This is an optimization exercise on Yosys and OpenROAD, whose aim is small area, not a production implementation.
Only simulation tests tie the RTL to the original design; equivalence was not proved.
Power is estimated from default activity; no workload was simulated.

<file path="flow/design.v">
package bp_pkg;
  localparam int BP_IDX_W = 6;
  localparam int BP_TAG_W = 8;
  typedef enum logic [1:0] {
    SNT = 2'b00,
    WNT = 2'b01,
    WT  = 2'b10,
    ST  = 2'b11
  } ctr_t;
  localparam logic [4:0] OPC_BRANCH = 5'b11000;
  localparam ctr_t       CTR_RESET  = WNT;
  localparam ctr_t       CTR_ALLOC  = WT;
  typedef struct packed {
    logic                valid;
    logic [BP_TAG_W-1:0] tag;
    logic [31:0]         target;
    ctr_t                ctr;
  } bp_entry_t;
endpackage
module bp_sat_ctr (
  input  bp_pkg::ctr_t ctr_i,
  input  logic         taken_i,
  output bp_pkg::ctr_t ctr_o
);
  always_comb begin
    ctr_o = ctr_i;
    if (taken_i) begin
      if (ctr_i != bp_pkg::ST) ctr_o = bp_pkg::ctr_t'(ctr_i + 2'd1);
    end else begin
      if (ctr_i != bp_pkg::SNT) ctr_o = bp_pkg::ctr_t'(ctr_i - 2'd1);
    end
  end
endmodule
module branch_predictor #(
  parameter int IDX_W = bp_pkg::BP_IDX_W,
  parameter int TAG_W = bp_pkg::BP_TAG_W
) (
  input  logic        clk_i,
  input  logic        rst_ni,
  input  logic [31:0] pc_i,
  output logic        pred_taken_o,
  output logic [31:0] pred_target_o,
  input  logic        upd_valid_i,
  input  logic [7:0]  upd_op_i,
  input  logic [31:0] upd_pc_i,
  input  logic        upd_taken_i,
  input  logic [31:0] upd_target_i,
  input  logic        upd_pred_taken_i,
  input  logic [31:0] upd_pred_target_i,
  output logic        flush_o,
  output logic [31:0] redirect_pc_o
);
  localparam int DEPTH = 2 ** IDX_W;
  localparam int ENT_W = 1 + TAG_W + 32 + 2;
  logic [DEPTH-1:0][ENT_W-1:0] tbl_q;
  bp_pkg::bp_entry_t l_ent;
  bp_pkg::bp_entry_t u_ent;
  bp_pkg::bp_entry_t ent_d;
  logic [IDX_W-1:0] l_idx;
  logic [IDX_W-1:0] u_idx;
  logic [TAG_W-1:0] l_tag;
  logic [TAG_W-1:0] u_tag;
  logic             l_hit;
  logic             u_hit;
  logic             upd_en;
  logic             wr_en;
  logic             flush;
  bp_pkg::ctr_t     ctr_nxt;
  logic             unused_bits;
  assign l_idx = pc_i[IDX_W+1:2];
  assign l_tag = pc_i[IDX_W+TAG_W+1:IDX_W+2];
  assign u_idx = upd_pc_i[IDX_W+1:2];
  assign u_tag = upd_pc_i[IDX_W+TAG_W+1:IDX_W+2];
  assign unused_bits = ^{pc_i[1:0],
                         pc_i[31:IDX_W+TAG_W+2],
                         upd_op_i[7:5]};
  always_comb begin
    l_ent = tbl_q[l_idx];
    l_hit = l_ent.valid && (l_ent.tag == l_tag);
    pred_taken_o  = l_hit && l_ent.ctr[1];
    pred_target_o = pred_taken_o ? l_ent.target
                                 : pc_i + 32'd4;
  end
  bp_sat_ctr u_ctr (
    .ctr_i   (u_ent.ctr),
    .taken_i (upd_taken_i),
    .ctr_o   (ctr_nxt)
  );
  always_comb begin
    upd_en = upd_valid_i && (upd_op_i[4:0] == bp_pkg::OPC_BRANCH);
    u_ent  = tbl_q[u_idx];
    u_hit  = u_ent.valid && (u_ent.tag == u_tag);
    wr_en  = 1'b0;
    ent_d  = u_ent;
    if (upd_en) begin
      if (u_hit) begin
        wr_en     = 1'b1;
        ent_d.ctr = ctr_nxt;
        if (upd_taken_i) ent_d.target = upd_target_i;
      end else if (upd_taken_i) begin
        wr_en = 1'b1;
        ent_d.valid  = 1'b1;
        ent_d.tag    = u_tag;
        ent_d.target = upd_target_i;
        ent_d.ctr    = bp_pkg::CTR_ALLOC;
      end
    end
  end
  always_comb begin
    flush = upd_en &&
            ((upd_taken_i != upd_pred_taken_i) ||
             (upd_taken_i &&
              (upd_target_i != upd_pred_target_i)));
    flush_o       = flush;
    redirect_pc_o = upd_taken_i ? upd_target_i
                                : upd_pc_i + 32'd4;
  end
  always_ff @(posedge clk_i or negedge rst_ni) begin
    if (!rst_ni) begin
      for (int i = 0; i < DEPTH; i++) begin
        tbl_q[i] <= {1'b0, {TAG_W{1'b0}}, 32'd0, bp_pkg::CTR_RESET};
      end
    end else begin
      for (int i = 0; i < DEPTH; i++) begin
        if (wr_en && (u_idx == i)) tbl_q[i] <= ent_d;
      end
    end
  end
endmodule
</file>
<file path="flow/run.sh">
#!/bin/bash
# synth_recipe.tcl (not shown) runs the flow's synth.tcl, then flattens the netlist and writes it again
# the make line also repeats each setting of config.mk as NAME=value (left out here)
make -C /OpenROAD-flow-scripts/flow DESIGN_CONFIG=/design/flow/config.mk WORK_HOME=/design/flow/orfs CLKGATE_MAP_FILE= SYNTH_SCRIPT=/design/flow/synth_recipe.tcl finish
</file>
<file path="flow/config.mk">
export PLATFORM = sky130hd
export DESIGN_NAME = branch_predictor
export DESIGN_NICKNAME = branch_predictor
export VERILOG_FILES = /design/flow/design.v
export SDC_FILE = /design/flow/constraint.sdc
export NUM_CORES = 4
export LEC_CHECK = 0
export CAP_MARGIN = 20
export CORE_MARGIN = 2
export CORE_UTILIZATION = 40
export SLEW_MARGIN = 20
</file>
<file path="flow/constraint.sdc">
create_clock -name core_clock -period 12.0 [get_ports {clk_i}]
set_input_delay 2.4000 -clock core_clock [delete_from_list [all_inputs] [get_ports {clk_i}]]
set_output_delay 2.4000 -clock core_clock [all_outputs]
set_load 0.01 [all_outputs]
</file>
==> impl_results.md, run 1 <==
* Status: complete, no violations
* Count leader, synth: dfrtp_1
* Power per cell area at 122.9 nW/um2
* Avg Cell Area, Syn at 16.59 um2
* GP Congestion at 0.8546
* TritonRoute pass-1 iters at 5
* Final setup fails at 0
* Post-cts gate resize count at 0
* EDFF count, synth at 0
* Setup WS pre-CTS at 1.278 ns
* Most common library cells after synthesis: dfrtp_1, mux4_2, mux2_1
* DPL Wire Length at 300.6 mm
* WL/cell at 37.60 um
* Fin. max-slew vios at 0
* Top-area cell type share of the netlist area at 44.46%
* Static Leakage at 76.43 nW
* Setup tns final at 0 ns
* First-pass GRT wire length at 756.9 mm
* Critical-path cell list: buf_8, mux4_2, mux4_2, mux4_2, xnor2_1, nand4_1, or4_4, buf_4, a21oi_1, clkdlybuf4s50_1
* Mapped cell area at 151300 um2
* CTS Buffer Depth at 4
* Vias in the first global route at 97010
* Netlist cell types at 73
* Register-to-Register Setup Slack at 6.17 ns
* Biggest register: tbl_q
* Vias per cell at 6.519
* Hold Crit Class: reg2reg
* CP max stage delay at 0.95 ns
* Asr flop ratio synth at 100.0%
* Synth warn at 2
* Synth Register Bits at 2752
* Synth area leader: dfrtp_1
* Crit path DAT at 8.24 ns
* Critical path peak fanout at 74
* Num CTS Buffers at 314
* DP Area at 157000 um2
* CTS sink count at 2752
* Rows at 225
* Biggest regs: tbl_q: 2752 flops
* Core ar. at 376100 um2
* RSZ-0062 raised after global routing: false
* Syn Nets at 9265
* Post-CTS Hold Buffers at 0
* Share of layout cells above drive strength 1 at 42.89%
* Max IR drop VDD at 0.0001230 V
* Final WL at 533.1 mm
* Tot GR Track Use at 27.80%
* Crit Path Category: in2out
* Hold_ws at 0.4650 ns
* TritonCTS clock tree: yes
* Top post-synthesis cells by area: dfrtp_1, mux4_2, mux2_1
* Max cap viols at 0
* Clock Skews at 0.03598 ns
* # DRC at 0
* Clk Latency, worst-skew pair at 0.94 ns
* Reg-to-reg startpoint: tbl_q[2233]
* Initial DRC Count at 9970
* CP Data Required Time at 9.60 ns
* Crit end category: output port
* Chip Height at 619.0 um
* Root buf cell: clkbuf_16
* Die X at 619.0 um
* Max-slew headroom at 19.05%
* Final Hold Vio Count at 0
* Syn-to-layout area delta at 10.93%
* Ys flop type: dfrtp_1
* Clock transition at path regs at 0.06 ns
* Vias at 92420
* Syn Inst Count at 9119
* Worst R2R End: tbl_q[1709]
* Hold Path Sink: tbl_q[1333]
* I/O pin cnt at 207
* Fmax at 93.98 MHz
* Die ar. at 383200 um2
* Post-CTS Setup Inserts at 0
* Hold Crit Depth at 2
* Pin slew with the least headroom to its limit at 1.214 ns
* CP startpoint kind: input port
* R2R cell count at 11
* Design area at 167800 um2
* Post-DRT Antenna Nets at 0
* FILL cells at 32500
* GRT overflow at 0
* Largest net degree at the start of global routing at 181
* Most common cell on crit path: mux4_2
* Max FFs per register at 2752
* Fin crit period at 10.64 ns
* Crit share post-route at 88.67%
* Final WS setup at 1.360 ns
* Hold_sp: tbl_q[1333]
* Post-synthesis sequential area ratio at 45.57%
* Initial core utilization at 40.23%
* H-tree depth at 5
* IO Port Bufs at 203
* Final nets at 9057
* CP max-delay cell: or4_4
* Critical Path Start: pc_i[3]
* Initial antenna violation count at 29
==> report_power, final <==
group	switching, W	internal, W	leakage (nW)	total, W
Clock	0.00412	0.00596	5.28	0.0101
Combinational	0.000856	0.000387	32.9	0.00124
Sequential	0.00000656	0.00929	38.2	0.00930
Total	0.00499	0.0156	76.4	0.0206
==> logic make-up after synthesis <==
| group | share of synthesized area [%] |
|---|---|
| multiplexers | 46.38 |
| flip-flops | 45.57 |
| buffers and inverters | 3.711 |
| AND/OR/NAND/NOR | 2.263 |
| AO/OA/AOI/OAI | 1.449 |
| XOR/XNOR | 0.5905 |
| adder cells (fa/ha/maj) | 0.04135 |
==> cell type report <==
class	instances	area, um2	area share (%)
multi-input combinational	5387	76950	45.85
sequential	2752	68950	41.08
clock buffer	467	9353	5.572
tap	4994	6248	3.723
timing repair buffer	447	4933	2.939
clock inverter	103	1319	0.7857
antenna	18	45.04	0.02684
inverter	9	43.79	0.02609
==> layer usage <==
metal / wire (um) / up-vias / track usage (%)
met2: 250300 / 4377 / 43.88
met1: 207900 / 51570 / 36.17
met4: 32420 / 2 / 14.70
met5: 18 / - / 0
li1: - / 35300 / -
met3: 42460 / 1167 / 5.779
==> worst max-delay path by stage <==
stage | end | slack (ns) | cells after the start
4_1_cts | pred_target_o[22] | 1.28 | 11
3_5_place_dp | pred_target_o[22] | 1.28 | 11
5_1_grt | pred_target_o[22] | 1.03 | 11
3_3_place_gp | pred_target_o[22] | 1.26 | 11
2_1_floorplan | pred_target_o[2] | 3.61 | 14
6_report | pred_target_o[21] | 1.36 | 10
==> per-stage QoR <==
step / utilization [%] / total power, W / cells
floorplan: - / 0.01011 / 9119
global placement: 41.73 / 0.01071 / 13590
detailed placement: 41.73 / 0.01072 / 13590
CTS: 44.57 / 0.02078 / 14160
global route: 44.62 / 0.02123 / 14170
finish: 44.63 / 0.02063 / 14180
==> layout by cell type, fill, tap and decap left out, types with 111 or more instances in the layout <==
cell             instances
clkdlybuf4s50_1        189
nand2_1                164
mux4_2                1657
mux2_2                 816
mux2_4                 477
clkbuf_16              322
buf_4                  164
mux2_1                1374
dfrtp_1               2688
mux2i_1                111
==> critical path, delay by kind of cell <==
kind	cells	cell delay (ns)
multiplexers	3	1.51
AND/OR/NAND/NOR	2	1.42
XOR/XNOR	1	0.50
buffers and inverters	3	1.54
AO/OA/AOI/OAI	1	0.61
==> run 2, diff against run 1 <==
==> flow/design.v (replaced) <==
package bp_pkg;
  localparam int BP_IDX_W = 6;
  localparam int BP_TAG_W = 8;
  typedef enum logic [1:0] {
    SNT = 2'b00,
    WNT = 2'b01,
    WT  = 2'b10,
    ST  = 2'b11
  } ctr_t;
  localparam logic [4:0] OPC_BRANCH = 5'b11000;
  localparam ctr_t       CTR_ALLOC  = WT;
endpackage
module bp_sat_ctr (
  input  bp_pkg::ctr_t ctr_i,
  input  logic         taken_i,
  output bp_pkg::ctr_t ctr_o
);
  always_comb begin
    ctr_o = ctr_i;
    if (taken_i) begin
      if (ctr_i != bp_pkg::ST) ctr_o = bp_pkg::ctr_t'(ctr_i + 2'd1);
    end else begin
      if (ctr_i != bp_pkg::SNT) ctr_o = bp_pkg::ctr_t'(ctr_i - 2'd1);
    end
  end
endmodule
module branch_predictor (
  input  logic        clk_i,
  input  logic        rst_ni,
  input  logic [31:0] pc_i,
  output logic        pred_taken_o,
  output logic [31:0] pred_target_o,
  input  logic        upd_valid_i,
  input  logic [7:0]  upd_op_i,
  input  logic [31:0] upd_pc_i,
  input  logic        upd_taken_i,
  input  logic [31:0] upd_target_i,
  input  logic        upd_pred_taken_i,
  input  logic [31:0] upd_pred_target_i,
  output logic        flush_o,
  output logic [31:0] redirect_pc_o
);
  localparam int DEPTH = 64;
  logic [DEPTH-1:0]       vld_q;
  logic [DEPTH-1:0][7:0]  tag_q;
  logic [DEPTH-1:0][31:0] tgt_q;
  logic [DEPTH-1:0][1:0]  ctr_q;
  logic [5:0]       l_idx, u_idx;
  logic [7:0]       l_tag, u_tag;
  logic [DEPTH-1:0] l_sel, u_sel;
  assign l_idx = pc_i[7:2];
  assign l_tag = pc_i[15:8];
  assign u_idx = upd_pc_i[7:2];
  assign u_tag = upd_pc_i[15:8];
  always_comb begin
    for (int i = 0; i < DEPTH; i++) begin
      l_sel[i] = (l_idx == i);
      u_sel[i] = (u_idx == i);
    end
  end
  logic        l_vld, l_c1, l_hit;
  logic [7:0]  l_tg;
  logic [31:0] l_tgt;
  always_comb begin
    l_vld = 1'b0;
    l_c1  = 1'b0;
    l_tg  = '0;
    l_tgt = '0;
    for (int i = 0; i < DEPTH; i++) begin
      l_vld = l_vld | (l_sel[i] & vld_q[i]);
      l_c1  = l_c1  | (l_sel[i] & ctr_q[i][1]);
      l_tg  = l_tg  | ({8{l_sel[i]}}  & tag_q[i]);
      l_tgt = l_tgt | ({32{l_sel[i]}} & tgt_q[i]);
    end
    l_hit         = l_vld && (l_tg == l_tag);
    pred_taken_o  = l_hit && l_c1;
    pred_target_o = pred_taken_o ? l_tgt : pc_i + 32'd4;
  end
  logic          u_vld, u_hit, upd_en;
  logic [7:0]    u_tg;
  bp_pkg::ctr_t  u_ctr, ctr_nxt, ctr_wd;
  always_comb begin
    u_vld = 1'b0;
    u_tg  = '0;
    u_ctr = bp_pkg::SNT;
    for (int i = 0; i < DEPTH; i++) begin
      u_vld = u_vld | (u_sel[i] & vld_q[i]);
      u_tg  = u_tg  | ({8{u_sel[i]}} & tag_q[i]);
      u_ctr = bp_pkg::ctr_t'(u_ctr | ({2{u_sel[i]}} & ctr_q[i]));
    end
    u_hit  = u_vld && (u_tg == u_tag);
    upd_en = upd_valid_i && (upd_op_i[4:0] == bp_pkg::OPC_BRANCH);
  end
  bp_sat_ctr u_ctr_nxt (
    .ctr_i   (u_ctr),
    .taken_i (upd_taken_i),
    .ctr_o   (ctr_nxt)
  );
  assign ctr_wd = u_hit ? ctr_nxt : bp_pkg::CTR_ALLOC;
  logic [DEPTH-1:0] wr_t, wr_c;
  always_comb begin
    for (int i = 0; i < DEPTH; i++) begin
      wr_t[i] = upd_en & u_sel[i] & upd_taken_i;
      wr_c[i] = upd_en & u_sel[i] & (upd_taken_i | u_hit);
    end
  end
  always_ff @(posedge clk_i) begin
    for (int i = 0; i < DEPTH; i++) begin
      tag_q[i] <= (tag_q[i] | {8{wr_t[i]}})  & (u_tag        | {8{~wr_t[i]}});
      tgt_q[i] <= (tgt_q[i] | {32{wr_t[i]}}) & (upd_target_i | {32{~wr_t[i]}});
      ctr_q[i] <= (ctr_q[i] | {2{wr_c[i]}})  & (ctr_wd       | {2{~wr_c[i]}});
    end
  end
  always_ff @(posedge clk_i or negedge rst_ni) begin
    if (!rst_ni) vld_q <= '0;
    else         vld_q <= vld_q | wr_t;
  end
  assign flush_o = upd_en &&
                   ((upd_taken_i != upd_pred_taken_i) ||
                    (upd_taken_i && (upd_target_i != upd_pred_target_i)));
  assign redirect_pc_o = upd_taken_i ? upd_target_i : upd_pc_i + 32'd4;
endmodule
==> run 2 against run 1 <==
Against the previous run: still clean; fmax shrank 9.6%; routed wire length up 25%; clock skew increased by 0.022 ns; global-route usage increased by 19 points; synthesized area decreased by 28%; via count decreased by 5.3%; setup slack lost 1.1 ns; clock power decreased by about 10%; count of clock-buffer cells in the layout decreased by 107.
==> impl_results.md, run 2 <==
* Status: complete, no violations
* Root buf cell: clkbuf_16
* Crit path DAT at 9.37 ns
* Chip Height at 525.5 um
* Asr flop ratio synth at 2.326%
* Synth area leader: edfxtp_1
* Post-CTS Setup Inserts at 0
* First-pass GRT wire length at 838.3 mm
* Final setup fails at 0
* Netlist cell types at 93
* Largest family of logic cells by synthesized area: compound AO/OA/AOI/OAI gates
* Met3 Usage GRT at 18.28%
* Clock Skews at 0.05845 ns
* Crit share post-route at 98.05%
* Hold Crit Depth at 1
* Tot GR Track Use at 47.28%
* Mux contribution to synthesized area at 0.8464%
* Clk Latency, worst-skew pair at 0.92 ns
* FILL cells at 23120
* EDFF count, synth at 2688
* Dpl cells at 10750
* Max-slew headroom at 9.354%
* Num CTS Buffers at 299
* Post-CTS Hold Buffers at 0
* Initial core utilization at 40.18%
* Vias in the first global route at 76460
* # DRC at 0
* Crit Path Category: in2out
* Mapped cell area at 108800 um2
* Final Hold Vio Count at 0
* Initial DRC Count at 20080
* Hold Crit Class: reg2reg
* Critical path peak fanout at 23
* I/O pin cnt at 207
* CTS Buffer Depth at 4
* Post-Synth Adder-Cell Area at 0.1012%
* Most common cell after layout, fill and taps aside: edfxtp_1
* Avg Cell Area, Syn at 15.75 um2
* RSZ-0062 raised after global routing: false
* Max IR drop VDD at 0.0001173 V
* Synth warn at 2
* Synth Area in XOR/XNOR at 0.7567%
* TritonCTS clock tree: yes
* Synth Register Bits at 2752
* Top post-synthesis cells by area: edfxtp_1, a22oi_1, nand2_1
* Static Leakage at 42.46 nW
* Die X at 525.5 um
* DPL Wire Length at 402.5 mm
* IO Port Bufs at 203
* Syn Nets at 7057
* Largest net degree at the start of global routing at 70
* Setup WS pre-CTS at 0.7562 ns
* GP Congestion at 1.099
* Final WS setup at 0.2345 ns
* H-tree depth at 5
* Hold Path Sink: vld_q[47]
* Rows at 191
* Fmax at 84.99 MHz
* Most common library cells after synthesis: edfxtp_1, a22oi_1, nand2_1
* Syn-to-layout area delta at 17.76%
* Synth Area in Compound Gates at 11.25%
* Count leader, synth: edfxtp_1
* Clock transition at path regs at 0.06 ns
* Hold_sp: vld_q[47]
* GR Util met2 at 64.93%
* Setup tns final at 0 ns
* Post-synthesis sequential area ratio at 75.66%
* Overall power at 0.02063 W
* Most Crowded Layer GR: met2
* Power per cell area at 161.0 nW/um2
* Ys flop type: edfxtp_1
* R2R cell count at 9
* Top-area cell type share of the netlist area at 74.19%
* Max cap viols at 0
* Fin. max-slew vios at 0
* Core ar. at 270800 um2
* Initial antenna violation count at 108
* Vias at 87500
* Post-DRT Antenna Nets at 0
* Post-cts gate resize count at 0
* Final cell count without fillers at 11380
* CP Data Required Time at 9.60 ns
* Final WL at 668.1 mm
* Share of layout cells above drive strength 1 at 17.85%
* Vias per cell at 7.687
* Final nets at 7636
* Die ar. at 276200 um2
* GRT overflow at 0
* Register-to-Register Setup Slack at 6.16 ns
* CTS sink count at 2752
* Pin slew with the least headroom to its limit at 1.358 ns
* Syn Inst Count at 6908
* WL/cell at 58.70 um
* Fin crit period at 11.77 ns
* Commonest non-fill, non-tap cells in the layout: edfxtp_1, a22oi_1, nand2_1, buf_4, nand3_1
* CP startpoint kind: input port
* Area share of and/or/nand/nor cells after synthesis at 9.548%
* TritonRoute pass-1 iters at 7
* Hold_ws at 0.5114 ns
* Crit end category: output port
* Met1 Use GR at 58.84%
[run 2: cell families (layout without fill, tap and decap cells)]
| logic type | Yosys count | in the layout |
|---|---|---|
| simple gates | 1942 | 1942 |
| flops | 2752 | 2752 |
| mux | 74 | 74 |
| xor+xnor | 94 | 94 |
| compound gates | 1593 | 1593 |
| buf+inv | 444 | 1241 |
| fa+ha+maj | 9 | 9 |
| other cells | 0 | 107 |
[run 2: how the worst max path moves through the flow]
stage,startpoint,end,slack [ns]
floorplan,pc_i[2],pred_target_o[10],4.27
finish,pc_i[2],pred_target_o[30],0.23
CTS,pc_i[3],pred_target_o[30],0.72
global route,pc_i[2],pred_target_o[30],0.62
global placement,pc_i[2],pred_target_o[30],0.84
detailed placement,pc_i[3],pred_target_o[30],0.76
[run 2: per-layer routing]
layer / vias up / part of all wire [%] / wire length, um
li1: 29610 / - / -
met1: 44410 / 34 / 225200
met2: 10530 / 41 / 273000
met3: 2920 / 15 / 103500
met4: 26 / 9.9 / 66130
met5: - / 0.047 / 317
[run 2: cell type report]
cell class              count  area (um2)  share of cell area (%)
multi-input cells        3712       25830                   20.16
inverters                  19       71.32                 0.05567
flip-flops and latches   2752       82320                   64.25
well taps                3570        4467                   3.486
clock buffers             360        7816                   6.101
clock inverters           159        1416                   1.106
diodes                    107       267.8                  0.2090
repair buffers            703        5927                   4.626
[run 2: worst max-delay path, cell delays in order]
cell and delay (ns):
clkdlybuf4s50_1 0.73, inv_1 0.39, ha_1 0.34, buf_4 0.30
and3_2 0.46, and3_1 0.25, a2111oi_0 0.98, nand4_1 0.31
nor4_2 0.85, xnor2_1 0.27, nor4_4 0.24, nand4_4 0.57
buf_12 0.41, mux2_4 0.33, clkdlybuf4s50_1 0.49
[run 2: stage by stage]
| step | util, % | instance area (um2) |
|---|---|---|
| floorplan | - | 108800 |
| global placement | 43.69 | 118300 |
| detailed placement | 43.74 | 118400 |
| CTS | 47.15 | 127700 |
| global route | 47.23 | 127900 |
| finish | 47.32 | 128100 |
[run 2: where the power goes]
part | internal, W | leakage [nW] | switching (W)
Clock | 0.00505 | 4.50 | 0.00399
Sequential | 0.0105 | 25.4 | 0.00000330
Combinational | 0.000227 | 12.6 | 0.000822
Total | 0.0158 | 42.5 | 0.00482

==> port drivers added, routing unchanged <==
The flow's constraints put no driver on any port. The routed layouts listed below were extracted and timed again, unchanged, in two steps. Step 1 assumes that a clkbuf_16 drives the clock port and a buf_2 every other input. Step 2 adds t to the input delays and takes it off the output delays; t is the mean of the earliest and latest rising clock arrival at the registers after step 1. Input paths then give back, and output paths get back, about the clock's delay inside the block. a / b / c = no drivers / after step 1 / after step 2; a / b = the first two.
| run | t (ns) | setup slack, ns | hold slack, ns | clock arrival spread, ns | slew at the worst register clock pin (ns) |
|---|---|---|---|---|---|
| run 1 | 1.028 | 1.360 / 1.306 / 1.306 | 0.465 / 0.465 / 0.465 | 0.038 / 0.038 | 0.07 / 0.07 |
| run 2 | 0.992 | 0.234 / 0.205 / 0.205 | 0.511 / 0.511 / 0.511 | 0.082 / 0.082 | 0.07 / 0.07 |
After both steps every run listed still meets setup and hold. For run 1, which loses most, drivers alone change the setup slack by -0.054 ns; drivers and shift together by -0.054 ns.
